What follows belongs to an exercise in optimizing a design on an open flow for small area, a short achievable clock period and few clock cycles per item; a production flow would make more cautious choices. Function was checked by simulation only, so behaviour that the tests miss may differ from the original. No activity file was given, so power comes from the tool's default toggle rates.

==> flow/design.v <==
package tle_pkg;
   localparam logic [2:0] KIND_STATUS = 3'd0;
   localparam logic [2:0] KIND_BYTE   = 3'd1;
   localparam logic [2:0] KIND_EMPTY  = 3'd2;
   localparam logic [2:0] KIND_ABORT  = 3'd3;
   localparam logic [2:0] KIND_EOF    = 3'd4;
   localparam logic [2:0] KIND_CLEAR  = 3'd5;
   localparam logic [2:0] KIND_FULL   = 3'd6;
endpackage
module tle_cell (
   input  logic       clock,
   input  logic       go,
   input  logic       sel_above,
   input  logic       sel_below,
   input  logic       sel_key,
   input  logic [6:0] from_above,
   input  logic [6:0] from_below,
   input  logic [6:0] key,
   output logic [6:0] data
);
   always_ff @(posedge clock) begin
      if (go & (sel_above | sel_below | sel_key))
         data <= ~(({7{sel_above}} & from_above) | ({7{sel_below}} & from_below)
                 | ({7{sel_key}} & key));
   end
endmodule
module tle_chain #(
   parameter int LINE_CAP = 64
) (
   input  logic                  clock,
   input  logic                  go,
   input  logic [LINE_CAP-1:0]   sel_above,
   input  logic [LINE_CAP-1:0]   sel_below,
   input  logic [LINE_CAP-1:0]   sel_key,
   input  logic [6:0]            key,
   output logic [LINE_CAP*7-1:0] cells       
);
   for (genvar g = 0; g < LINE_CAP; g++) begin : g_cell
      logic [6:0] below, above, k;
      if (g == 0) begin : g_b0
         assign below = 7'h00;
      end else begin : g_b
         assign below = cells[(g-1)*7 +: 7];
      end
      if (g == LINE_CAP - 1) begin : g_a0
         assign above = 7'h00;
      end else begin : g_a
         assign above = cells[(g+1)*7 +: 7];
      end
      assign k = (g % 2 == 1) ? key : ~key;
      tle_cell u_cell (
         .clock      (clock),
         .go         (go),
         .sel_above  (sel_above[g]),
         .sel_below  (sel_below[g]),
         .sel_key    (sel_key[g]),
         .from_above (above),
         .from_below (below),
         .key        (k),
         .data       (cells[g*7 +: 7])
      );
   end
endmodule
import tle_pkg::*;
module terminal_line_editor #(
   parameter int LINE_CAP = 64
) (
   input  logic        clock,
   input  logic        reset,
   input  logic        req_tvalid,
   output logic        req_tready,
   input  logic [7:0]  req_tdata,    
   output logic        rsp_tvalid,
   input  logic        rsp_tready,
   output logic [31:0] rsp_tdata,    
   output logic        rsp_tlast,
   output logic        rsp_tuser     
);
   logic       a_v, b_v;
   logic [7:0] a_d, b_d, a_src;
   logic       cons, a_load;
   logic       a_print, a_bs, a_etb, a_nak, a_enter, a_tilde;
   logic [1:0] a_kc;               
   logic       s_sp;
   assign req_tready = !b_v;
   assign a_src  = b_v ? b_d : req_tdata;
   assign a_load = cons || !a_v;
   assign s_sp   = a_src[6:0] == 7'h20;
   always_ff @(posedge clock) begin
      if (reset) begin
         a_v <= 1'b0;
         b_v <= 1'b0;
      end else begin
         if (a_load) a_v <= b_v || req_tvalid;
         if (a_load) b_v <= 1'b0;
         else if (req_tvalid) b_v <= 1'b1;
      end
      if (a_load) begin
         a_d     <= a_src;
         a_print <= a_src >= 8'h20 && a_src <= 8'h7E;
         a_bs    <= a_src == 8'h08 || a_src == 8'h7F;
         a_etb   <= a_src == 8'h17;
         a_nak   <= a_src == 8'h15;
         a_enter <= a_src == 8'h0A || a_src == 8'h0D;
         a_tilde <= a_src == 8'h7E;
         a_kc    <= (a_src[6] & a_src[5]) ? 2'b00 : s_sp ? 2'b11 : a_src[6:5];
      end
      if (!a_load && !b_v) b_d <= req_tdata;
   end
   logic m_norm, m_emit, m_killw, m_killu;
   logic m_norm_in, m_emit_in, m_killw_in, m_killu_in;
   logic ph_idle, ph_esc, ph_csi, ph_ss3, ph_num1, ph_num2;
   logic ph_idle_in, ph_esc_in, ph_csi_in, ph_ss3_in, ph_num1_in, ph_num2_in;
   logic [3:0] seq_ff, seq_in;     
   logic [6:0] len_ff, len_in, cur_ff, cur_in, cnt_ff, cnt_in;
   logic [6:0] curn_ff;            
   logic       ov_ff, ov_in;
   logic [2:0] okind_ff, okind_in;
   logic [6:0] ochar_ff, ochar_in;
   logic       olast_ff, olast_in, ord_ff, ord_in;
   logic       op_ins, op_dc, op_dcm1, op_d0;
   logic       adv, go;
   logic [LINE_CAP*7-1:0] cells;      
   logic [6:0]            c0;
   logic [6:0]            kcode;
   logic [LINE_CAP:0]     ge;         
   logic [LINE_CAP-1:0]   sel_above, sel_below, sel_key;
   logic                  wstop;      
   logic                  wpre;       
   assign kcode = {a_kc, a_d[4:0]};
   assign c0    = {!cells[5], !cells[6] | cells[5], cells[4:0]};
   logic [8:0] lt_h, eq_h;
   logic [7:0] le_l, eq_l;
   for (genvar h = 0; h <= 8; h++) begin : g_h
      assign eq_h[h] = curn_ff[6:3] == 4'(15 - h);
      if (h == 0) begin : g_h0
         assign lt_h[h] = 1'b0;
      end else begin : g_hn
         assign lt_h[h] = |eq_h[h-1:0];
      end
   end
   for (genvar l = 0; l < 8; l++) begin : g_l
      assign eq_l[l] = curn_ff[2:0] == 3'(7 - l);
      assign le_l[l] = |eq_l[l:0];
   end
   for (genvar g = 0; g < LINE_CAP; g++) begin : g_ge
      assign ge[g] = lt_h[g/8] | (eq_h[g/8] & le_l[g%8]);
   end
   assign ge[LINE_CAP] = 1'b1;
   for (genvar g = 0; g < LINE_CAP; g++) begin : g_sel
      if (g == 0) begin : g_z
         assign sel_below[g] = 1'b0;
         assign sel_key[g]   = op_ins & ge[0];
      end else begin : g_nz
         assign sel_below[g] = op_ins & ge[g-1];
         assign sel_key[g]   = op_ins & ge[g] & !ge[g-1];
      end
      assign sel_above[g] = op_d0 | (op_dcm1 & ge[g+1]) | (op_dc & ge[g]);
   end
   tle_chain #(.LINE_CAP(LINE_CAP)) u_chain (
      .clock(clock), .go(adv), .sel_above(sel_above), .sel_below(sel_below),
      .sel_key(sel_key), .key(kcode), .cells(cells)
   );
   logic [LINE_CAP-1:0] blank, mark;
   for (genvar g = 0; g < LINE_CAP; g++) begin : g_blank
      if (g % 2 == 1) begin : g_bo
         assign blank[g] = !cells[g*7+6] & !cells[g*7+5];
      end else begin : g_be
         assign blank[g] = cells[g*7+6] & cells[g*7+5];
      end
      if (g == 0) begin : g_m0
         assign mark[g] = 1'b1;
      end else begin : g_m
         assign mark[g] = blank[g-1] & !blank[g];
      end
   end
   logic [8:0] wgrp;
   for (genvar h = 0; h <= 8; h++) begin : g_wg
      logic [7:0] m;
      for (genvar l = 0; l < 8; l++) begin : g_wl
         if (8*h + l >= 1 && 8*h + l <= LINE_CAP) begin : g_in
            assign m[l] = mark[8*h+l-1];
         end else begin : g_out
            assign m[l] = 1'b0;
         end
      end
      assign wgrp[h] = |(m & eq_l);
   end
   assign wstop = |(wgrp & eq_h);
   logic cur_z, cur_end, len_z, len_full, cur_one, cnt_one;
   assign cur_z    = cur_ff == 7'd0;
   assign cur_one  = cur_ff == 7'd1;
   assign cur_end  = cur_ff == len_ff;
   assign len_z    = len_ff == 7'd0;
   assign len_full = len_ff[6];
   assign cnt_one  = cnt_ff == 7'd1;
   assign adv = !ov_ff || rsp_tready;
   assign go  = m_norm && a_v;
   assign op_ins  = go && ph_idle && a_print && !len_full;
   assign op_d0   = m_emit || (go && ph_idle && a_enter);
   assign op_dcm1 = m_killu || (go && ph_idle && !cur_z && (a_bs || a_nak));
   assign op_dc   = m_killw || (go && ph_num1 && a_tilde && seq_ff == 4'd3);
   assign cons    = adv && go;
   always_comb begin
      logic [7:0] b;
      logic dig, beat, mv_left, mv_right, mv_home, mv_end;
      b = a_d;
      dig = b >= 8'h30 && b <= 8'h39;
      m_norm_in = m_norm; m_emit_in = m_emit; m_killw_in = m_killw; m_killu_in = m_killu;
      ph_idle_in = ph_idle; ph_esc_in = ph_esc; ph_csi_in = ph_csi; ph_ss3_in = ph_ss3;
      ph_num1_in = ph_num1; ph_num2_in = ph_num2;
      seq_in = seq_ff; len_in = len_ff; cur_in = cur_ff; cnt_in = cnt_ff;
      beat = 1'b0;
      okind_in = 3'd0; ochar_in = 7'h00; olast_in = 1'b1; ord_in = 1'b0;
      mv_left = 1'b0; mv_right = 1'b0; mv_home = 1'b0; mv_end = 1'b0;
      if (m_emit) begin
         beat = 1'b1; okind_in = 3'd1; ochar_in = c0;
         olast_in = cnt_one;
         cnt_in = cnt_ff - 7'd1;
         if (cnt_one) begin m_emit_in = 1'b0; m_norm_in = 1'b1; end
      end
      if (m_killu) begin
         ord_in = 1'b1; cur_in = cur_ff - 7'd1; len_in = len_ff - 7'd1;
         if (cur_one) begin
            beat = 1'b1; m_killu_in = 1'b0; m_norm_in = 1'b1;
         end
      end
      if (m_killw) begin
         ord_in = 1'b1; len_in = len_ff - 7'd1;
         if (wpre) begin
            beat = 1'b1; m_killw_in = 1'b0; m_norm_in = 1'b1;
         end else begin
            cur_in = cur_ff - 7'd1;
         end
      end
      if (go) begin
         beat = 1'b1;
         if (!ph_idle) begin
            ph_idle_in = 1'b1; ph_esc_in = 1'b0; ph_csi_in = 1'b0; ph_ss3_in = 1'b0;
            ph_num1_in = 1'b0; ph_num2_in = 1'b0;
            if (ph_esc) begin
               if (b == 8'h5B) begin ph_idle_in = 1'b0; ph_csi_in = 1'b1; end
               else if (b == 8'h4F) begin ph_idle_in = 1'b0; ph_ss3_in = 1'b1; end
            end
            if (ph_csi && dig) begin
               seq_in = b[3:0]; ph_idle_in = 1'b0; ph_num1_in = 1'b1;
            end else if (ph_csi || ph_ss3) begin
               mv_right = b == 8'h43;
               mv_left  = b == 8'h44;
               mv_home  = b == 8'h48;
               mv_end   = b == 8'h46;
            end
            if (ph_num1) begin
               if (a_tilde) begin
                  mv_home = seq_ff == 4'd1;
                  mv_end  = seq_ff == 4'd4;
                  if (seq_ff == 4'd3 && !cur_end) begin
                     ord_in = 1'b1; len_in = len_ff - 7'd1;
                  end
               end else if (dig) begin
                  ph_idle_in = 1'b0; ph_num2_in = 1'b1;
                  seq_in = (seq_ff == 4'd1 && b[3:0] == 4'd5) ? 4'd1 :
                           (seq_ff == 4'd1 && b[3:0] == 4'd7) ? 4'd2 : 4'd0;
               end
            end
            if (ph_num2 && a_tilde) begin
               mv_home = seq_ff == 4'd1;
               mv_end  = seq_ff == 4'd2;
            end
            if (mv_left) begin
               ord_in = 1'b1; if (!cur_z) cur_in = cur_ff - 7'd1;
            end
            if (mv_right) begin
               ord_in = 1'b1; if (!cur_end) cur_in = cur_ff + 7'd1;
            end
            if (mv_home) begin
               ord_in = 1'b1; cur_in = 7'd0;
            end
            if (mv_end) begin
               ord_in = 1'b1; cur_in = len_ff;
            end
         end else if (a_enter) begin
            if (len_z) begin
               okind_in = 3'd2;
            end else begin
               okind_in = 3'd1; ochar_in = c0;
               olast_in = len_ff == 7'd1;
               cnt_in = len_ff - 7'd1;
               if (len_ff != 7'd1) begin m_norm_in = 1'b0; m_emit_in = 1'b1; end
               len_in = 7'd0; cur_in = 7'd0;
            end
         end else if (a_bs) begin
            if (!cur_z) begin
               ord_in = 1'b1; cur_in = cur_ff - 7'd1; len_in = len_ff - 7'd1;
            end
         end else if (a_nak) begin
            ord_in = 1'b1;
            if (cur_z || cur_end) begin
               cur_in = 7'd0;
               if (cur_end) len_in = 7'd0;
            end else begin
               cur_in = cur_ff - 7'd1; len_in = len_ff - 7'd1;
               if (!cur_one) begin
                  beat = 1'b0; m_norm_in = 1'b0; m_killu_in = 1'b1;
               end
            end
         end else if (a_etb) begin
            ord_in = 1'b1;
            if (!cur_z) begin
               beat = 1'b0; m_norm_in = 1'b0; m_killw_in = 1'b1;
               cur_in = cur_ff - 7'd1;
            end
         end else if (a_print) begin
            if (len_full) okind_in = 3'd6;
            else begin
               ord_in = 1'b1; cur_in = cur_ff + 7'd1; len_in = len_ff + 7'd1;
            end
         end else begin
            case (b)
               8'h03: begin okind_in = 3'd3; len_in = 7'd0; cur_in = 7'd0; end
               8'h04: if (len_z) okind_in = 3'd4;
               8'h1B: begin ph_idle_in = 1'b0; ph_esc_in = 1'b1; end
               8'h01: begin ord_in = 1'b1; cur_in = 7'd0; end
               8'h05: begin ord_in = 1'b1; cur_in = len_ff; end
               8'h0B: begin ord_in = 1'b1; len_in = cur_ff; end
               8'h0C: begin ord_in = 1'b1; okind_in = 3'd5; end
               default: ;
            endcase
         end
      end
      ov_in = adv ? beat : ov_ff;
   end
   always_ff @(posedge clock) begin
      if (reset) begin
         m_norm <= 1'b1; m_emit <= 1'b0; m_killw <= 1'b0; m_killu <= 1'b0;
         ph_idle <= 1'b1; ph_esc <= 1'b0; ph_csi <= 1'b0; ph_ss3 <= 1'b0;
         ph_num1 <= 1'b0; ph_num2 <= 1'b0;
         len_ff <= 7'd0; cur_ff <= 7'd0; curn_ff <= 7'h7F; ov_ff <= 1'b0;
      end else begin
         ov_ff <= ov_in;
         if (adv) begin
            m_norm <= m_norm_in; m_emit <= m_emit_in; m_killw <= m_killw_in;
            m_killu <= m_killu_in;
            ph_idle <= ph_idle_in; ph_esc <= ph_esc_in; ph_csi <= ph_csi_in;
            ph_ss3 <= ph_ss3_in; ph_num1 <= ph_num1_in; ph_num2 <= ph_num2_in;
            len_ff <= len_in; cur_ff <= cur_in; curn_ff <= ~cur_in;
         end
      end
      if (adv) begin
         wpre <= wstop;
         seq_ff <= seq_in; cnt_ff <= cnt_in;
         okind_ff <= okind_in; ochar_ff <= ochar_in; olast_ff <= olast_in; ord_ff <= ord_in;
      end
   end
   assign rsp_tvalid = ov_ff;
   assign rsp_tdata  = {7'd0, cur_ff, len_ff, 1'b0, ochar_ff, okind_ff};
   assign rsp_tlast  = olast_ff;
   assign rsp_tuser  = ord_ff;
endmodule
==> flow/run.sh <==
#!/bin/bash
# synth_recipe.tcl (not shown) runs the flow's synth.tcl, then flattens the netlist and writes it again
# the make line also repeats each setting of config.mk as NAME=value (left out here)
make -C /OpenROAD-flow-scripts/flow DESIGN_CONFIG=/design/flow/config.mk WORK_HOME=/design/flow/orfs CLKGATE_MAP_FILE= SYNTH_SCRIPT=/design/flow/synth_recipe.tcl finish
==> flow/config.mk <==
export PLATFORM = sky130hd
export DESIGN_NAME = terminal_line_editor
export DESIGN_NICKNAME = terminal_line_editor
export VERILOG_FILES = /design/flow/design.v
export SDC_FILE = /design/flow/constraint.sdc
export NUM_CORES = 4
export LEC_CHECK = 0
export CAP_MARGIN = 20
export CORE_MARGIN = 2
export CORE_UTILIZATION = 55
export PLACE_DENSITY = 0.65
export SETUP_SLACK_MARGIN = 4.25
export SLEW_MARGIN = 35
==> flow/constraint.sdc <==
create_clock -name core_clock -period 7.0 [get_ports {clock}]
set_input_delay 1.4000 -clock core_clock [delete_from_list [all_inputs] [get_ports {clock}]]
set_output_delay 1.4000 -clock core_clock [all_outputs]
set_load 0.01 [all_outputs]
==> reports/summary.txt, run 1 <==
Status = no timing/DRC/antenna violations
Worst-path cell chain = buf_12 > clkinvlp_4 > buf_4 > buf_4 > nand2_1 > o21ai_1 > o221ai_2 > nor2_1 > nor2_2
R2r startpoint = curn_ff[1]
Reg-to-Reg End = u_chain.g_cell[60].u_cell.data[0]
Detailed Route Iter0 Violations = 5,254
First-pass GRT wire length = 161,000 um
Grt total ovfl = 0
Vias after detailed routing = 27,944
Crit share post-route = 0.408
DRT antenna net count = 0
Total power draw = 11,900 uW
Port bufs = 39
Die X-Extent = 235 um
Leakage = 0.0112 uW
CTS Buf Count = 56
Util after Layout = 0.671
Arrival @ worst endpoint = 3170 ps
Max Fclk = 350 MHz
RSZ-0062 raised after global routing = yes
Clk sink count = 530
CTS tree = yes
Main combinational cell family by area after synthesis = compound AO/OA/AOI/OAI gates
Clock transition at the registers of the reported paths = 60 ps
Crit path capture type = register
Initial antenna violation count = 3
Final Max Tran Viols = 0
Syn Area/Cell = 10.3 sq um
Commonest cells after routing, fill and taps aside = 496 x edfxtp_1, 371 x nor2_1, 257 x nand2_1, 214 x a221oi_1, 193 x a21oi_1
HPWL after DPL = 69,100 um
Clock buffer depth = 3
Final nets = 2,951
Xor/xnor share of the synthesized area = 0.0111
1st-pass router iterations = 10
Root buf cell = clkbuf_16
Hold endpoint = ph_ss3
Final GP Congestion = 0.952
Worst slew margin = 0.336
Worst Path Required = 7310 ps
EDFF count, synth = 496
# IOs = 48
Max-cap violations = 0
Layout cells sized above 1 = 0.222
Via density = 7.62
R2R depth = 9
Standard-cell rows = 84
Hold_sp = ph_ss3
Part of the Yosys area used for sequential elements = 0.533
Vias in the first global route = 25,918
Final setup viols = 0
Synth Area in Compound Gates = 0.254
Core ar. = 52,600 sq um
Worst Hold Depth = 2
Drt wl/cell = 30.7 um
Cells after Synth = 2,829
Worst-path fanout max = 10
Clock Latency Late Sink = 660 ps
Post-synthesis register bit count = 530
Worst IR Drop VDD = 218 uV
Crit-path slowest cell = o221ai_2
R2r setup slk = 4140 ps
Min Tclk post-route = 2860 ps
Final hold vios = 0
Startpoint Class = register
Largest net degree at the start of global routing = 75
Final Skew = 28.9 ps
Synth Area in Adders = 0.00385
Starting Density = 0.556
Most common cell after layout, fill and taps aside = edfxtp_1
Most numerous cell on the critical path = buf_4
Post-synth cell types = 102
Worst hold path type = reg2reg
Die Y = 235 um
Die area = 55,000 sq um
Mux share of post-synthesis cell area = 0.00471
Residual DRC = 0
Global Route Usage Sum = 0.388
Synthesized area = 29,200 sq um
Final setup TNS = 0 ps
H-tree lvl count = 2
Async SR Flop Fraction = 0
Power Dens Cells = 338 nW/um^2
Total Wirelength = 113,000 um
Simple-Gate Fraction of Synth Area = 0.156
WS Path Type = reg2reg
Top FF cell, synth = edfxtp_1
Slew @ Worst Pin = 970 ps
Worst stage delay on the critical path = 460 ps
Synthesis Warnings = 2
Area grow syn2layout = 20.6%
[flip-flops by register name, indices dropped and copies added (netlist names), 2 cells and up]
register and count:
cur_ff 7, curn_ff 7, cnt_ff 7, u_chain.g_cell.u_cell.data 448, b_d 8, ochar_ff 7
okind_ff 3, seq_ff 4, a_d 8, len_ff 7, a_kc 2
[worst max-delay path by stage]
| stage | slack, ps | to | cells after the start | startpoint |
|---|---|---|---|---|
| 6_report | 4140 | u_chain.g_cell[60].u_cell.data[0] | 9 | curn_ff[1] |
| 4_1_cts | 4170 | rsp_tdata[19] | 1 | cur_ff[1] |
| 2_1_floorplan | 4140 | cur_ff[0] | 10 | rsp_tready |
| 5_1_grt | 4090 | len_ff[6] | 9 | len_ff[0] |
| 3_3_place_gp | 2900 | cur_ff[1] | 7 | rsp_tready |
| 3_5_place_dp | 2800 | cur_ff[1] | 7 | rsp_tready |
[kinds of logic (layout without fill, tap and decap cells)]
group / after synthesis / in the layout
and+or+nand+nor: 1017 / 1017
AOI/OAI and AO/OA: 971 / 975
DFF: 530 / 530
buffers and inverters: 251 / 386
xor gates and xnor gates: 37 / 37
muxes: 13 / 13
adders and majority gates: 9 / 9
other: 1 / 10
[cells in the mapped netlist (7+ instances only)]
cell type | n | share of area
a22oi_1 | 30 | 0.0077
o211ai_1 | 20 | 0.0051
nor2b_1 | 16 | 0.0034
nor4_1 | 16 | 0.0034
nand2b_1 | 11 | 0.0024
ha_1 | 9 | 0.0039
nand2_1 | 274 | 0.035
edfxtp_1 | 496 | 0.51
o21ai_1 | 37 | 0.0063
mux2i_1 | 7 | 0.0024
or2_2 | 8 | 0.0017
xnor2_1 | 24 | 0.0072
nor2_2 | 9 | 0.0019
inv_1 | 31 | 0.0040
nor2_1 | 469 | 0.060
nand4_1 | 15 | 0.0032
nor3_1 | 40 | 0.0068
and3_1 | 17 | 0.0036
buf_2 | 56 | 0.0096
o221ai_1 | 13 | 0.0039
o21a_1 | 13 | 0.0033
xor2_1 | 13 | 0.0039
a211oi_1 | 14 | 0.0036
or3_1 | 19 | 0.0041
and2_1 | 21 | 0.0045
o21ai_0 | 69 | 0.012
clkbuf_1 | 141 | 0.018
a222oi_1 | 168 | 0.058
nand3_1 | 46 | 0.0079
a221oi_1 | 217 | 0.065
a31oi_1 | 37 | 0.0079
dfxtp_1 | 34 | 0.023
o31ai_1 | 9 | 0.0023
o2111ai_1 | 15 | 0.0045
a2111oi_0 | 11 | 0.0033
buf_4 | 13 | 0.0033
o22ai_1 | 10 | 0.0021
a21oi_1 | 202 | 0.035
o21ai_2 | 19 | 0.0057
[routing by layer]
layer / track usage / share of wire / vias to the layer above / routed length (um)
met4: 0.200 / 0.059 / 2 / 6620
met5: 0 / 0.00015 / - / 17
met1: 0.515 / 0.36 / 13553 / 40800
met3: 0.0845 / 0.13 / 492 / 15000
met2: 0.602 / 0.45 / 2276 / 50300
li1: - / - / 11621 / -
[layout make-up]
type	instances	area, sq um
multi-input combinational	2059	14300
antenna	2	5.00
timing repair buffer	251	2500
clock inverter	33	342
tap	688	861
clock buffer	70	1470
inverter	32	138
fill	4012	17300
sequential	530	15600
[power breakdown]
| group | internal (uW) | switching [uW] | total [uW] |
|---|---|---|---|
| Combinational | 1410 | 2580 | 3990 |
| Sequential | 4420 | 499 | 4920 |
| Clock | 1650 | 1340 | 2990 |
[timing repair]
action	in CTS	in global routing
resized for setup	325	149
gates cloned	10	6
buffers inserted	85	64
pin swaps	38	35
endpoints found under the setup margin	973	736
hold buffers	0	0
[metrics by stage]
stage / cells / hold WS, ps / area [sq um] / setup slack [ps]
final: 3665 / 458 / 35300 / 4140
after global placement: 3393 / 440 / 30200 / 2900
after floorplan: 2836 / 427 / 29500 / 4140
after global routing: 3663 / 482 / 35300 / 4090
after CTS: 3593 / 461 / 34100 / 4170
after detailed placement: 3395 / 452 / 30300 / 2800
[critical path, delay by kind of cell (launching register included)]
kind / cells / cell delay [ps]
AOI/OAI and AO/OA: 2 / 780
buffers and inverters: 4 / 620
and+or+nand+nor: 3 / 710
DFF: 1 / 400
Testbench counts, summed over its fixed seeds: cycles 34,671, keys 24,000.
==> run 2, diff against run 1 <==
--- a/flow/config.mk
+++ b/flow/config.mk
@@ -9,5 +9,5 @@
 export CORE_MARGIN = 2
 export CORE_UTILIZATION = 55
 export PLACE_DENSITY = 0.65
-export SETUP_SLACK_MARGIN = 4.25
-export SLEW_MARGIN = 35
+export SETUP_SLACK_MARGIN = 4.1
+export SLEW_MARGIN = 50
==> run 2 against run 1 <==
Effect of this change: synthesized area did not move; clock-buffer cell count fell by 3; clock skew rose by 7.2 ps; maximum frequency fell by 4.0%; routed wire length fell by 8.2%; sequential share of layout area rose by 1.8 points; utilization fell by 2.7 points; register-to-register slack got worse by 70 ps; largest cell class unchanged.
==> reports/summary.txt, run 2 <==
Max-cap violations = 0 (unchanged)
Via density = 7.49 (was 7.62)
EDFF count, synth = 496 (unchanged)
Post-synthesis register bit count = 530 (unchanged)
Largest net degree at the start of global routing = 73 (was 75)
# IOs = 48 (unchanged)
Starting Density = 0.556 (unchanged)
Standard-cell rows = 84 (unchanged)
R2r startpoint = curn_ff[2] (was curn_ff[1])
Reg-to-Reg End = wpre (was u_chain.g_cell[60].u_cell.data[0])
Post-synth top cells = 496 x edfxtp_1, 469 x nor2_1, 274 x nand2_1 (unchanged)
Vias in the first global route = 25,552 (was 25,918)
Max reg flops = 448 (unchanged)
Final Skew = 36.1 ps (was 28.9 ps)
Crit share post-route = 0.425 (was 0.408)
Worst-path cell chain = clkdlybuf4s50_1 > nor2b_4 > buf_4 > nor2_4 > nand3_1 > o31ai_1 > a221oi_1 > a31o_2 (was buf_12 > clkinvlp_4 > buf_4 > buf_4 > nand2_1 > o21ai_1 > o221ai_2 > nor2_1 > nor2_2)
Area grow syn2layout = 15.9% (was 20.6%)
Capture point of the worst path = curn_ff[4] (was u_chain.g_cell[60].u_cell.data[0])
Grt total ovfl = 0 (unchanged)
Layout cells sized above 1 = 0.181 (was 0.222)
Worst Path Required = 7530 ps (was 7310 ps)
Final Max Tran Viols = 0 (unchanged)
R2R depth = 8 (was 9)
Vias after detailed routing = 26,716 (was 27,944)
Worst slew margin = 0.496 (was 0.336)
Async SR Flop Fraction = 0 (unchanged)
Die X-Extent = 235 um (unchanged)
Final setup viols = 0 (unchanged)
DRT antenna net count = 0 (unchanged)
Die area = 55,000 sq um (unchanged)
Top delay family on crit path = compound AO/OA/AOI/OAI gates (unchanged)
Final GP Congestion = 0.978 (was 0.952)
WP depth = 8 (was 9)
Leakage = 0.0106 uW (was 0.0112 uW)
CTS Buf Count = 55 (was 56)
Status = no timing/DRC/antenna violations (unchanged)
Synthesis Warnings = 2 (unchanged)
Arrival @ worst endpoint = 3500 ps (was 3170 ps)
Layout filler cell count = 4,183 (was 4,012)
RSZ-0062 raised after global routing = yes (unchanged)
Largest area contributor in the netlist = edfxtp_1 (unchanged)
Clock transition at the registers of the reported paths = 80 ps (was 60 ps)
Part of the Yosys area used for sequential elements = 0.533 (unchanged)
Top FF cell, synth = edfxtp_1 (unchanged)
Synth area leaders = edfxtp_1 51%, a221oi_1 6.5%, nor2_1 6.0% (unchanged)
Most frequent cell after synthesis = edfxtp_1 (unchanged)
Global Route Usage Sum = 0.363 (was 0.388)
Total Wirelength = 103,000 um (was 113,000 um)
Clock Latency Late Sink = 650 ps (was 660 ps)
Worst stage delay on the critical path = 520 ps (was 460 ps)
Detailed Route Iter0 Violations = 4,472 (was 5,254)
Synthesized area = 29,200 sq um (unchanged)
CTS tree = yes (unchanged)
Post-synth cell types = 102 (unchanged)
Biggest regs = u_chain.g_cell.u_cell.data x448, a_d x8, b_d x8 (unchanged)
First-pass GRT wire length = 152,000 um (was 161,000 um)
Crit-path slowest cell = clkdlybuf4s50_1 (was o221ai_2)
Cells after Synth = 2,829 (unchanged)
WS Path Type = in2reg (was reg2reg)
Commonest cells after routing, fill and taps aside = 496 x edfxtp_1, 375 x nor2_1, 261 x nand2_1, 215 x a221oi_1, 193 x a21oi_1 (was 496 x edfxtp_1, 371 x nor2_1, 257 x nand2_1, 214 x a221oi_1, 193 x a21oi_1)
Root buf cell = clkbuf_16 (unchanged)
Min Tclk post-route = 2980 ps (was 2860 ps)
Worst-path fanout max = 18 (was 10)
Synth top area share = 0.509 (unchanged)
Clk sink count = 530 (unchanged)
Worst hold path type = reg2reg (unchanged)
Clock buffer depth = 3 (unchanged)
Drt wl/cell = 29.0 um (was 30.7 um)
Syn Area/Cell = 10.3 sq um (unchanged)
R2r setup slk = 4070 ps (was 4140 ps)
Worst Hold Margin = 478 ps (was 458 ps)
HPWL after DPL = 67,000 um (was 69,100 um)
Hold-fix buffers, CTS = 0 (unchanged)
H-tree lvl count = 2 (unchanged)
Crit path capture type = register (unchanged)
Power Dens Cells = 339 nW/um^2 (was 338 nW/um^2)
Critical path launch point = rsp_tready (was curn_ff[1])
Startpoint Class = input pin (was register)
Slew @ Worst Pin = 757 ps (was 970 ps)
Residual DRC = 0 (unchanged)
Worst IR Drop VDD = 227 uV (was 218 uV)
1st-pass router iterations = 13 (was 10)
Final nets = 2,855 (was 2,951)
Crit path buf inv count = 2 (was 4)
Biggest register = u_chain.g_cell.u_cell.data (unchanged)
Max Fclk = 336 MHz (was 350 MHz)
Most common cell after layout, fill and taps aside = edfxtp_1 (unchanged)
Port bufs = 39 (unchanged)
Final hold vios = 0 (unchanged)
Die Y = 235 um (unchanged)
Core ar. = 52,600 sq um (unchanged)
Final setup TNS = 0 ps (unchanged)
Initial antenna violation count = 0 (was 3)
Total power draw = 11,500 uW (was 11,900 uW)
run 2: cell types whose count changed in the layout (fill, tap and decap cells not counted), moves of 5 or more:
cell | previous run | this run
a31o_4 | 5 | 0
buf_12 | 18 | 9
buf_2 | 10 | 0
buf_4 | 161 | 89
buf_6 | 15 | 10
dlygate4sd2_1 | 11 | 27
nor2_2 | 47 | 56
nor2_4 | 60 | 47
nor3_2 | 8 | 14
o221ai_4 | 8 | 3
run 2: worst register-to-register path, stage by stage (launching register included):
cell and delay [ps]:
dfxtp_2 400, buf_12 200, clkinvlp_4 220, nand2_1 140, buf_6 280, a2111oi_0 140
or4_4 570, o211ai_1 400, o2111ai_2 280
run 2: where the power goes:
| part | switching (uW) | leakage [uW] | internal, uW |
|---|---|---|---|
| registers | 494 | 0.00451 | 4420 |
| clock network | 1310 | 0.000866 | 1690 |
| logic | 2360 | 0.00520 | 1200 |
run 2: worst min-delay path by stage:
stage,to,start,cells past startpoint,slack [ps]
2_1_floorplan,ph_ss3,ph_ss3,2,430
3_3_place_gp,ph_ss3,ph_ss3,2,450
3_5_place_dp,ph_ss3,ph_ss3,2,460
4_1_cts,ph_ss3,ph_ss3,2,470
5_1_grt,ph_ss3,ph_ss3,2,480
6_report,ph_ss3,ph_ss3,2,480
run 2: cells by family after synthesis:
kind of cell | share of synthesized area
muxes | 0.00471
xor gates and xnor gates | 0.0111
DFF | 0.533
and+or+nand+nor | 0.156
AOI/OAI and AO/OA | 0.254
adders and majority gates | 0.00385
buffers and inverters | 0.0368
other | 0.000128
run 2: area by class of cell:
type / instances / area, sq um / area share
Sequential cell: 530 / 15600 / 0.461
Multi-Input combinational cell: 2055 / 13900 / 0.409
Timing Repair Buffer: 160 / 1600 / 0.0474
Clock buffer: 67 / 1440 / 0.0426
Tap cell: 688 / 861 / 0.0254
Clock inverter: 32 / 353 / 0.0104
Inverter: 32 / 130 / 0.00384
Antenna cell: 1 / 2.50 / 0.0000739
run 2: per-layer routing:
layer / part of all wire / track usage
met3: 0.12 / 0.0832
met4: 0.050 / 0.182
met2: 0.46 / 0.567
met5: 0 / 0
met1: 0.37 / 0.478
run 2: through the flow:
stage | util | setup WS, ps | std cells | area [sq um]
after global placement | 0.570 | 2900 | 3386 | 30000
final | 0.645 | 4020 | 3565 | 33900
after detailed placement | 0.572 | 2810 | 3386 | 30100
after CTS | 0.629 | 4070 | 3525 | 33100
after floorplan | - | 4020 | 2836 | 29300
after global routing | 0.644 | 4020 | 3564 | 33900
run 2: timing repair:
action,in CTS,in global routing
pin swaps,17,18
buffers inserted,38,34
endpoints found under the setup margin,952,532
cloned,2,3
resized for setup,265,86
==> run 3, diff against run 2 <==
--- a/flow/config.mk
+++ b/flow/config.mk
@@ -7,7 +7,7 @@
 export LEC_CHECK = 0
 export CAP_MARGIN = 20
 export CORE_MARGIN = 2
-export CORE_UTILIZATION = 55
-export PLACE_DENSITY = 0.65
+export CORE_UTILIZATION = 60
+export PLACE_DENSITY = 0.7
 export SETUP_SLACK_MARGIN = 4.1
-export SLEW_MARGIN = 50
+export SLEW_MARGIN = 35
==> run 3 against run 2 <==
Effect of this change: critical endpoint is now wpre; synthesized cell count is the same; power shrank 0.26%; highest routed layer unchanged; maximum frequency grew 3.2%.
==> reports/summary.txt, run 3 <==
R2r setup slk = 4120 ps (was 4070 ps)
Worst-path cell chain = buf_12 > nor2_4 > nand2_2 > nor3_1 > a31oi_1 > a311oi_1 > a21oi_1 > o2111ai_2 (was clkdlybuf4s50_1 > nor2b_4 > buf_4 > nor2_4 > nand3_1 > o31ai_1 > a221oi_1 > a31o_2)
H-tree lvl count = 2 (unchanged)
Hold-fix buffers, CTS = 0 (unchanged)
Startpoint Class = register (was input pin)
Post-synth top cells = 496 x edfxtp_1, 469 x nor2_1, 274 x nand2_1 (unchanged)
Util after Layout = 0.704 (was 0.645)
Cells after Synth = 2,829 (unchanged)
Worst hold path type = reg2reg (unchanged)
Final Skew = 30.0 ps (was 36.1 ps)
Crit share post-route = 0.412 (was 0.425)
Arrival @ worst endpoint = 3280 ps (was 3500 ps)
Slew @ Worst Pin = 903 ps (was 757 ps)
# IOs = 48 (unchanged)
Vias after detailed routing = 27,107 (was 26,716)
Port bufs = 39 (unchanged)
Clock transition at the registers of the reported paths = 60 ps (was 80 ps)
Min Tclk post-route = 2880 ps (was 2980 ps)
WS Path Type = reg2reg (was in2reg)
DRT antenna net count = 0 (unchanged)
Largest area contributor in the netlist = edfxtp_1 (unchanged)
Die X-Extent = 225 um (was 235 um)
Synth top area share = 0.509 (unchanged)
Max Fclk = 347 MHz (was 336 MHz)
Clock buffer depth = 3 (unchanged)
Worst Path Required = 7390 ps (was 7530 ps)
Power Dens Cells = 339 nW/um^2 (about the same)
Total Wirelength = 102,000 um (was 103,000 um)
Syn Area/Cell = 10.3 sq um (unchanged)
Most frequent cell after synthesis = edfxtp_1 (unchanged)
Hold endpoint = ph_ss3 (unchanged)
Vias in the first global route = 25,912 (was 25,552)
Total power draw = 11,400 uW (was 11,500 uW)
Top FF cell, synth = edfxtp_1 (unchanged)
Synth area leaders = edfxtp_1 51%, a221oi_1 6.5%, nor2_1 6.0% (unchanged)
HPWL after DPL = 66,600 um (was 67,000 um)
Part of the Yosys area used for sequential elements = 0.533 (unchanged)
Final GP Congestion = 0.971 (was 0.978)
Root buf cell = clkbuf_16 (unchanged)
Synth Area in Adders = 0.00385 (unchanged)
R2r startpoint = curn_ff[2] (unchanged)
Worst slew margin = 0.398 (was 0.496)
Largest net degree at the start of global routing = 73 (unchanged)
Async SR Flop Fraction = 0 (unchanged)
Initial antenna violation count = 0 (unchanged)
Global Route Usage Sum = 0.394 (was 0.363)
Post-synthesis register bit count = 530 (unchanged)
1st-pass router iterations = 13 (unchanged)
Detailed Route Iter0 Violations = 4,911 (was 4,472)
Final nets = 2,854 (was 2,855)
Final Max Tran Viols = 0 (unchanged)
Main combinational cell family by area after synthesis = compound AO/OA/AOI/OAI gates (unchanged)
Final hold vios = 0 (unchanged)
CTS Buf Count = 55 (unchanged)
Commonest cells after routing, fill and taps aside = 496 x edfxtp_1, 377 x nor2_1, 258 x nand2_1, 216 x a221oi_1, 194 x a21oi_1 (was 496 x edfxtp_1, 375 x nor2_1, 261 x nand2_1, 215 x a221oi_1, 193 x a21oi_1)
Core ar. = 47,900 sq um (was 52,600 sq um)
Max-cap violations = 0 (unchanged)
Clk sink count = 530 (unchanged)
Reg-to-Reg End = wpre (unchanged)
Final setup TNS = 0 ps (unchanged)
Max reg flops = 448 (unchanged)
Drt wl/cell = 29.2 um (was 29.0 um)
Synthesized area = 29,200 sq um (unchanged)
Worst-path fanout max = 33 (was 18)
Via density = 7.77 (was 7.49)
R2R depth = 8 (unchanged)
Worst stage delay on the critical path = 560 ps (was 520 ps)
Post-synth cell types = 102 (unchanged)
Standard-cell rows = 80 (was 84)
First-pass GRT wire length = 153,000 um (was 152,000 um)
Crit-path slowest cell = nor2_4 (was clkdlybuf4s50_1)
Diodes inserted = 0 (was 1)
Clock Latency Late Sink = 630 ps (was 650 ps)
CTS tree = yes (unchanged)
RSZ-0062 raised after global routing = no (was yes)
Die area = 50,500 sq um (was 55,000 sq um)
Leakage = 0.0106 uW (about the same)
Simple-Gate Fraction of Synth Area = 0.156 (unchanged)
Mux share of post-synthesis cell area = 0.00471 (unchanged)
Xor/xnor share of the synthesized area = 0.0111 (unchanged)
Layout cells sized above 1 = 0.181 (about the same)
Worst Hold Depth = 2 (unchanged)
Starting Density = 0.610 (was 0.556)
Crit path capture type = register (unchanged)
Hold_sp = ph_ss3 (unchanged)
Status = no timing/DRC/antenna violations (unchanged)
Biggest regs = u_chain.g_cell.u_cell.data x448, a_d x8, b_d x8 (unchanged)
Residual DRC = 0 (unchanged)
Area grow syn2layout = 15.4% (was 15.9%)
Die Y = 225 um (was 235 um)
Worst IR Drop VDD = 262 uV (was 227 uV)
Biggest register = u_chain.g_cell.u_cell.data (unchanged)
Most common cell after layout, fill and taps aside = edfxtp_1 (unchanged)
Synth Area in Compound Gates = 0.254 (unchanged)
Synthesis Warnings = 2 (unchanged)
Final setup viols = 0 (unchanged)
EDFF count, synth = 496 (unchanged)
Grt total ovfl = 0 (unchanged)
run 3: power breakdown:
part           internal (uW)  leakage (uW)  switching, uW
combinational           1190       0.00518           2350
sequential              4420       0.00451            501
clock                   1680      0.000859           1300
total                   7290        0.0106           4150
run 3: kinds of logic after synthesis:
kind of cell,after synthesis
flops,530
xor+xnor,37
buf+inv,251
compound gates,971
mux,13
other cells,1
simple gates,1017
fa+ha+maj,9
run 3: cell type report:
type,count,area (sq um)
clock buffer,63,1430
clock inverter,33,337
tap,615,769
multi-input combinational,2055,13900
inverter,32,133
fill,3426,14200
sequential,530,15600
timing repair buffer,159,1590
run 3: routing by layer:
metal  vias to the layer above  wire, um  global-route usage
met5                         -         0                   0
met4                         0      5380               0.207
met3                       430     13600              0.0941
met2                      2274     46000               0.609
met1                     13029     37000               0.517
li1                      11374         -                   -
run 3: worst max path at each step:
| stage | start | slack [ps] | to |
|---|---|---|---|
| 6_report | curn_ff[2] | 4120 | wpre |
| 5_1_grt | curn_ff[0] | 4050 | u_chain.g_cell[50].u_cell.data[2] |
| 4_1_cts | cur_ff[1] | 4070 | u_chain.g_cell[12].u_cell.data[0] |
| 3_5_place_dp | a_print | 2880 | u_chain.g_cell[1].u_cell.data[3] |
| 3_3_place_gp | curn_ff[4] | 2810 | u_chain.g_cell[1].u_cell.data[4] |
| 2_1_floorplan | cur_ff[0] | 4020 | u_chain.g_cell[26].u_cell.data[0] |
run 3: critical path, delay by kind of cell (launching register included):
family	cells	cell delay, ps
AND/OR/NAND/NOR	3	1170
AO/OA/AOI/OAI	4	910
buffers and inverters	1	170
flip-flops	1	350
run 3: stage by stage:
step	cell area, sq um	instances	hold slack, ps	setup slack [ps]
final	33700	3487	450	4120
after global routing	33700	3487	487	4050
after CTS	32900	3446	451	4070
after detailed placement	29900	3319	445	2880
after global placement	29900	3318	442	2810
after floorplan	29300	2836	427	4020
run 3: what timing repair did:
item / CTS / global route
endpoints found under the setup margin: 969 / 683
buffers inserted: 28 / 40
cloned: 3 / 1
resized for setup: 283 / 110
pin swaps: 14 / 17
==> run 4, diff against run 3 <==
--- a/flow/config.mk
+++ b/flow/config.mk
@@ -9,5 +9,5 @@
 export CORE_MARGIN = 2
 export CORE_UTILIZATION = 60
 export PLACE_DENSITY = 0.7
-export SETUP_SLACK_MARGIN = 4.1
+export SETUP_SLACK_MARGIN = 4.15
 export SLEW_MARGIN = 35
==> run 4 against run 3 <==
Effect of this change: die area did not move; routed wire length increased by 1.6%; clock power about the same; clock skew up 2.6 ps; power grew 0.70%; via count up 0.96%; non-clock buffer count is 26 higher; global-route usage grew 0.46 points; hold slack improved by 10 ps; utilization grew 0.95 points; final cell count rose by 0.92%; sequential power barely moved; largest cell class unchanged; highest routed layer is now met5.
==> reports/summary.txt, run 4 <==
Clk sink count = 530 (unchanged)
R2R depth = 9 (was 8)
WS Path Type = in2reg (was reg2reg)
Crit path capture type = register (unchanged)
Layout cells sized above 1 = 0.195 (was 0.181)
Port bufs = 39 (unchanged)
Commonest cells after routing, fill and taps aside = 496 x edfxtp_1, 372 x nor2_1, 257 x nand2_1, 212 x a221oi_1, 192 x a21oi_1 (was 496 x edfxtp_1, 377 x nor2_1, 258 x nand2_1, 216 x a221oi_1, 194 x a21oi_1)
Initial antenna violation count = 2 (was 0)
Vias in the first global route = 25,768 (was 25,912)
Root buf cell = clkbuf_16 (unchanged)
Leakage = 0.0107 uW (was 0.0106 uW)
Status = no timing/DRC/antenna violations (unchanged)
Core ar. = 47,900 sq um (unchanged)
Part of the Yosys area used for sequential elements = 0.533 (unchanged)
Final instance area = 34,200 sq um (was 33,700 sq um)
Worst Hold Depth = 2 (unchanged)
DRT antenna net count = 0 (unchanged)
Area grow syn2layout = 17.0% (was 15.4%)
Clock buffer depth = 3 (unchanged)
Crit share post-route = 0.418 (was 0.412)
Critical path launch point = rsp_tready (was curn_ff[2])
Most common cell after layout, fill and taps aside = edfxtp_1 (unchanged)
Arrival @ worst endpoint = 3210 ps (was 3280 ps)
CTS tree = yes (unchanged)
Capture point of the worst path = u_chain.g_cell[18].u_cell.data[2] (was wpre)
Hold-fix buffers, CTS = 0 (unchanged)
Biggest register = u_chain.g_cell.u_cell.data (unchanged)
Synth area leaders = edfxtp_1 51%, a221oi_1 6.5%, nor2_1 6.0% (unchanged)
Final Skew = 32.6 ps (was 30.0 ps)
Die area = 50,500 sq um (unchanged)
Via density = 7.78 (was 7.77)
Clock Latency Late Sink = 630 ps (about the same)
Syn Area/Cell = 10.3 sq um (unchanged)
Die X-Extent = 225 um (unchanged)
WP depth = 6 (was 8)
First-pass GRT wire length = 154,000 um (was 153,000 um)
Drt wl/cell = 29.4 um (was 29.2 um)
1st-pass router iterations = 13 (unchanged)
Worst slew margin = 0.290 (was 0.398)
Die Y = 225 um (unchanged)
Crit path buf inv count = 4 (was 1)
Crit-path slowest cell = nor2_2 (was nor2_4)
Final Max Tran Viols = 0 (unchanged)
Layout filler cell count = 3,381 (was 3,426)
Diodes inserted = 0 (unchanged)
Post-synthesis register bit count = 530 (unchanged)
Most frequent cell after synthesis = edfxtp_1 (unchanged)
H-tree lvl count = 2 (unchanged)
Worst stage delay on the critical path = 500 ps (was 560 ps)
Post-synth cell types = 102 (unchanged)
Max-cap violations = 0 (unchanged)
Final GP Congestion = 0.972 (was 0.971)
RSZ-0062 raised after global routing = yes (was no)
Max reg flops = 448 (unchanged)
Largest net degree at the start of global routing = 75 (was 73)
Largest area contributor in the netlist = edfxtp_1 (unchanged)
Final setup viols = 0 (unchanged)
Async SR Flop Fraction = 0 (unchanged)
Grt total ovfl = 0 (unchanged)
Residual DRC = 0 (unchanged)
Reg-to-Reg End = curn_ff[3] (was wpre)
Vias after detailed routing = 27,368 (was 27,107)
# IOs = 48 (unchanged)
Worst Hold Margin = 461 ps (was 450 ps)
Standard-cell rows = 80 (unchanged)
Startpoint Class = input pin (was register)
Worst-path cell chain = dlygate4sd2_1 > nor2b_4 > buf_4 > buf_12 > buf_12 > nor2_2 (was buf_12 > nor2_4 > nand2_2 > nor3_1 > a31oi_1 > a311oi_1 > a21oi_1 > o2111ai_2)
R2r setup slk = 4070 ps (was 4120 ps)
Clock transition at the registers of the reported paths = 60 ps (about the same)
Final nets = 2,882 (was 2,854)
R2r startpoint = a_d[1] (was curn_ff[2])
Total power draw = 11,500 uW (was 11,400 uW)
Worst hold path type = reg2reg (unchanged)
Power Dens Cells = 337 nW/um^2 (was 339 nW/um^2)
Max Fclk = 342 MHz (was 347 MHz)
Post-synth top cells = 496 x edfxtp_1, 469 x nor2_1, 274 x nand2_1 (unchanged)
EDFF count, synth = 496 (unchanged)
Worst Path Required = 7280 ps (was 7390 ps)
CTS Buf Count = 55 (unchanged)
Starting Density = 0.610 (unchanged)
Final hold vios = 0 (unchanged)
Most numerous cell on the critical path = buf_12
Post-DP Area = 30,000 sq um (was 29,900 sq um)
HPWL after DPL = 66,600 um (about the same)
Worst IR Drop VDD = 264 uV (was 262 uV)
Synthesis Warnings = 2 (unchanged)
Biggest regs = u_chain.g_cell.u_cell.data x448, a_d x8, b_d x8 (unchanged)
Min Tclk post-route = 2930 ps (was 2880 ps)
Synthesized area = 29,200 sq um (unchanged)
Cells after Synth = 2,829 (unchanged)
Util after Layout = 0.713 (was 0.704)
Detailed Route Iter0 Violations = 5,139 (was 4,911)
Global Route Usage Sum = 0.398 (was 0.394)
Slew @ Worst Pin = 1060 ps (was 903 ps)
Total Wirelength = 104,000 um (was 102,000 um)
Top FF cell, synth = edfxtp_1 (unchanged)
Top delay family on crit path = buffers and inverters (was simple AND/OR/NAND/NOR gates)
Final setup TNS = 0 ps (unchanged)
Worst-path fanout max = 60 (was 33)
Synth top area share = 0.509 (unchanged)
run 4: cell count changes in the layout (fill, tap and decap cells not counted), sizes merged, moves of 2 or more:
cell           delta
buf              +24
bufbuf            -2
clkbuf           +14
clkdlybuf4s15     +4
clkdlybuf4s50     -2
clkinv            -9
clkinvlp          +4
dlymetal6s2s      -2
run 4: worst min path at each step:
stage / startpoint / end / slack, ps
after floorplan: ph_ss3 / ph_ss3 / 430
after global placement: ph_ss3 / ph_ss3 / 440
after detailed placement: ph_ss3 / ph_ss3 / 450
after CTS: ph_ss3 / ph_ss3 / 450
after global routing: ph_ss3 / ph_ss3 / 490
final: ph_ss3 / ph_ss3 / 460
run 4: final cells by class:
cell class,count,area [sq um],area share
flip-flops and latches,530,15600,0.457
multi-input cells,2057,14000,0.410
repair buffers,185,1870,0.0546
clock buffers,73,1470,0.0428
well taps,615,769,0.0225
clock inverters,27,304,0.00889
inverters,32,134,0.00391
run 4: per-stage QoR:
step / instances / worst slack (ps)
after CTS: 3461 / 4090
final: 3519 / 4070
after floorplan: 2836 / 4020
after detailed placement: 3318 / 2730
after global placement: 3318 / 2690
after global routing: 3519 / 4030
run 4: worst min-delay path, stage by stage (launching register included):
cell and delay, ps:
dfxtp_1 310, nand2_1 50, a21oi_1 50
run 4: cell families after synthesis:
logic type	count (synthesis)	share of synthesized area
multiplexers	13	0.00471
flip-flops	530	0.533
adder cells (fa/ha/maj)	9	0.00385
other	1	0.000128
AO/OA/AOI/OAI	971	0.254
XOR/XNOR	37	0.0111
buffers and inverters	251	0.0368
AND/OR/NAND/NOR	1017	0.156
run 4: timing repair:
action                                  in CTS  in global routing
endpoints found under the hold margin        0                  0
resized for setup                          257                147
setup buffers                               40                 55
endpoints found under the setup margin     961                721
pin swaps                                   11                 35
gates cloned                                 3                  3
run 4: routing by layer:
layer  up-vias  GRT usage  part of all wire
met3       447     0.0964              0.14
met4         2      0.212             0.057
li1      11453          -                 -
met2      2259      0.608              0.44
met1     13207      0.529              0.36
met5         -          0           0.00011
run 4: power by group:
part / internal, uW / switching, uW / total [uW]
Clock: 1660 / 1280 / 2940
Combinational: 1250 / 2430 / 3680
Sequential: 4420 / 479 / 4900
==> run 5, diff against run 4 <==
--- a/flow/config.mk
+++ b/flow/config.mk
@@ -7,7 +7,7 @@
 export LEC_CHECK = 0
 export CAP_MARGIN = 20
 export CORE_MARGIN = 2
-export CORE_UTILIZATION = 60
-export PLACE_DENSITY = 0.7
-export SETUP_SLACK_MARGIN = 4.15
+export CORE_UTILIZATION = 65
+export PLACE_DENSITY = 0.75
+export SETUP_SLACK_MARGIN = 4.1
 export SLEW_MARGIN = 35
==> run 5 against run 4 <==
Effect of this change: still clean on timing, DRC and antenna; sequential power about the same; power increased by 0.22%; setup slack got worse by 76 ps; synthesized area unchanged; critical path depth increased by 2; register-to-register slack got worse by 80 ps; combinational power decreased by 2%; routed wire length decreased by 1.4%.
==> reports/summary.txt, run 5 <==
Max-cap violations = 0 (unchanged)
Worst-path fanout max = 21 (was 60)
Largest net degree at the start of global routing = 75 (unchanged)
Total Wirelength = 102,000 um (was 104,000 um)
Min Tclk post-route = 3000 ps (was 2930 ps)
Final setup TNS = 0 ps (unchanged)
R2R depth = 8 (was 9)
Util after Layout = 0.761 (was 0.713)
Worst hold path type = reg2reg (unchanged)
R2r startpoint = curn_ff[2] (was a_d[1])
Final Skew = 29.0 ps (was 32.6 ps)
CTS tree = yes (unchanged)
Cells after Synth = 2,829 (unchanged)
Port bufs = 39 (unchanged)
Synth top area share = 0.509 (unchanged)
Die X-Extent = 216 um (was 225 um)
Final hold vios = 0 (unchanged)
Switching pwr = 4150 uW (was 4190 uW)
Syn Area/Cell = 10.3 sq um (unchanged)
Logic pwr share = 0.314 (was 0.319)
Max Fclk = 333 MHz (was 342 MHz)
Part of the Yosys area used for sequential elements = 0.533 (unchanged)
Post-DP Area = 29,900 sq um (was 30,000 sq um)
Biggest register = u_chain.g_cell.u_cell.data (unchanged)
Die Y = 216 um (was 225 um)
Synth area leaders = edfxtp_1 51%, a221oi_1 6.5%, nor2_1 6.0% (unchanged)
Sw frac = 0.359 (was 0.363)
Initial antenna violation count = 2 (unchanged)
Hold endpoint = ph_ss3 (unchanged)
Standard-cell rows = 77 (was 80)
Largest area contributor in the netlist = edfxtp_1 (unchanged)
Worst Path Required = 7430 ps (was 7280 ps)
Hold_sp = ph_ss3 (unchanged)
Root buf cell = clkbuf_16 (unchanged)
Status = no timing/DRC/antenna violations (unchanged)
Clock Latency Late Sink = 630 ps (about the same)
Clock buffer depth = 3 (unchanged)
Grt total ovfl = 0 (unchanged)
Most frequent cell after synthesis = edfxtp_1 (unchanged)
Startpoint Class = register (was input pin)
Top FF cell, synth = edfxtp_1 (unchanged)
Vias in the first global route = 25,945 (was 25,768)
R2r setup slk = 4000 ps (was 4070 ps)
Dpl cells = 3,291 (was 3,318)
Die area = 46,700 sq um (was 50,500 sq um)
Crit share post-route = 0.429 (was 0.418)
1st-pass router iterations = 14 (was 13)
Biggest regs = u_chain.g_cell.u_cell.data x448, a_d x8, b_d x8 (unchanged)
RSZ-0062 raised after global routing = yes (unchanged)
Post-synth cell types = 102 (unchanged)
DRT antenna net count = 0 (unchanged)
Final nets = 2,849 (was 2,882)
Pint = 7400 uW (was 7340 uW)
Post-Layout Cell Count = 3,464 (was 3,519)
Final instance area = 33,700 sq um (was 34,200 sq um)
Arrival @ worst endpoint = 3430 ps (was 3210 ps)
Async SR Flop Fraction = 0 (unchanged)
Reg-to-Reg End = wpre (was curn_ff[3])
Global Route Usage Sum = 0.416 (was 0.398)
Detailed Route Iter0 Violations = 5,715 (was 5,139)
Post-synthesis register bit count = 530 (unchanged)
Area grow syn2layout = 15.3% (was 17.0%)
Clock transition at the registers of the reported paths = 60 ps (about the same)
Crit path capture type = register (unchanged)
HPWL after DPL = 65,000 um (was 66,600 um)
Starting Density = 0.660 (was 0.610)
Final GP Congestion = 1.03 (was 0.972)
Worst IR Drop VDD = 251 uV (was 264 uV)
Worst Hold Depth = 2 (unchanged)
Synthesis Warnings = 2 (unchanged)
Residual DRC = 0 (unchanged)
Worst slew margin = 0.247 (was 0.290)
H-tree lvl count = 2 (unchanged)
Core ar. = 44,300 sq um (was 47,900 sq um)
Worst slack, placed = 2930 ps (was 2730 ps)
Hold-fix buffers, CTS = 0 (unchanged)
# IOs = 48 (unchanged)
Synthesized area = 29,200 sq um (unchanged)
Final Max Tran Viols = 0 (unchanged)
WS Path Type = reg2reg (was in2reg)
Clk sink count = 530 (unchanged)
Max reg flops = 448 (unchanged)
First-pass GRT wire length = 151,000 um (was 154,000 um)
Layout cells sized above 1 = 0.178 (was 0.195)
Leakage = 0.0105 uW (was 0.0107 uW)
Most common cell after layout, fill and taps aside = edfxtp_1 (unchanged)
CTS Buf Count = 52 (was 55)
Final setup viols = 0 (unchanged)
Vias after detailed routing = 27,398 (was 27,368)
Power Dens Cells = 342 nW/um^2 (was 337 nW/um^2)
Commonest cells after routing, fill and taps aside = 496 x edfxtp_1, 377 x nor2_1, 257 x nand2_1, 215 x a221oi_1, 190 x a21oi_1 (was 496 x edfxtp_1, 372 x nor2_1, 257 x nand2_1, 212 x a221oi_1, 192 x a21oi_1)
Sequential share of power = 0.426 (was 0.425)
Post-synth top cells = 496 x edfxtp_1, 469 x nor2_1, 274 x nand2_1 (unchanged)
Min setup slack post-route = 4000 ps (was 4070 ps)
Via density = 7.91 (was 7.78)
Slew @ Worst Pin = 1130 ps (was 1060 ps)
Drt wl/cell = 29.5 um (was 29.4 um)
Clk pwr share = 0.260 (was 0.255)
EDFF count, synth = 496 (unchanged)
## run 5: repair_timing
item                                    CTS  global route
pin swaps                                12            16
endpoints found under the hold margin     0             0
gates resized for setup                 244           130
cloned                                    0             5
endpoints found under the setup margin  938           690
buffers inserted                         33            37
## run 5: power groups by stage
stage | logic (uW) | registers (uW) | clock network [uW]
after floorplan | 2160 | 4720 | 0
after global placement | 2830 | 4970 | 0
after detailed placement | 2940 | 4980 | 0
after CTS | 3210 | 4890 | 2990
after global routing | 3810 | 4950 | 3110
final | 3620 | 4920 | 3010
## run 5: critical path, stage by stage (launching register included)
cell	delay (ps)
dfxtp_4	470
buf_8	250
nand2_1	110
nor2_1	860
nand3_1	130
o311ai_0	170
or4_1	260
nand4_1	350
o2111ai_2	220
## run 5: kinds of logic after synthesis
| group | share of synthesized area |
|---|---|
| and+or+nand+nor | 0.156 |
| AOI/OAI and AO/OA | 0.254 |
| DFF | 0.533 |
| buffers and inverters | 0.0368 |
| xor gates and xnor gates | 0.0111 |
| muxes | 0.00471 |
| adders and majority gates | 0.00385 |
| other | 0.000128 |
## run 5: worst max-delay path by stage
stage | cells past startpoint | startpoint | slack [ps] | end
floorplan | 12 | cur_ff[0] | 4020 | u_chain.g_cell[26].u_cell.data[0]
global placement | 4 | rsp_tready | 3080 | u_chain.g_cell[54].u_cell.data[1]
detailed placement | 10 | cur_ff[0] | 2930 | u_chain.g_cell[5].u_cell.data[1]
CTS | 8 | a_d[4] | 4040 | curn_ff[4]
global route | 9 | a_print | 3970 | u_chain.g_cell[17].u_cell.data[5]
finish | 8 | curn_ff[2] | 4000 | wpre
## run 5: per-layer routing
metal | part of all wire | vias to the layer above | track usage
li1 | - | 11394 | -
met1 | 0.35 | 12885 | 0.555
met2 | 0.44 | 2562 | 0.633
met3 | 0.15 | 555 | 0.0945
met4 | 0.065 | 2 | 0.237
met5 | 0.00011 | - | 0
## run 5: per-stage QoR
stage                     hold WS [ps]  power [uW]
after floorplan                    427        6880
after global placement             439        7800
after detailed placement           447        7920
after CTS                          454       11100
after global routing               502       11900
final                              457       11500
## run 5: area by class of cell
type | instances | area, sq um
Sequential cell | 530 | 15600
Multi-Input combinational cell | 2056 | 13900
Fill cell | 2958 | 10600
Timing Repair Buffer | 156 | 1560
Clock buffer | 70 | 1430
Tap cell | 592 | 741
Clock inverter | 27 | 375
Inverter | 32 | 130
Antenna cell | 1 | 2.50

[separate check: timing with driven ports]
The flow's constraints put no driver on any port. The routed layouts listed below were extracted and timed again, unchanged, in two steps. Step 1 (the two cells are an assumption about what drives the block):
set clk [get_ports {clock}]
set_driving_cell -lib_cell sky130_fd_sc_hd__clkbuf_16 $clk
set_driving_cell -lib_cell sky130_fd_sc_hd__buf_2 [delete_from_list [all_inputs] $clk]
Step 2 adds t to the input delays and takes it off the output delays; t is the mean of the earliest and latest rising clock arrival at the registers after step 1. Input paths then give back, and output paths get back, about the clock's delay inside the block. Three values: no drivers, after step 1, after step 2; two values: the first two.
run | t (ns) | setup slack, ns | worst setup path at the end | worst slew at a driven data input, ns | cell pins on the clock port's net
run 1 | 0.714 | 4.143 / 4.143 / 3.593 | input to register | 0.04 | 1
run 2 | 0.694 | 4.025 / 4.056 / 3.362 | input to register | 0.04 | 1
run 3 | 0.679 | 4.116 / 4.075 / 3.506 | input to register | 0.04 | 1
run 4 | 0.681 | 4.073 / 4.075 / 3.431 | input to register | 0.05 | 1
run 5 | 0.679 | 3.997 / 3.997 / 3.439 | input to register | 0.04 | 1
After both steps every run listed still meets setup and hold. The setup slack of run 2, which loses most, moves by +0.031 ns with the drivers and by -0.663 ns with both steps.
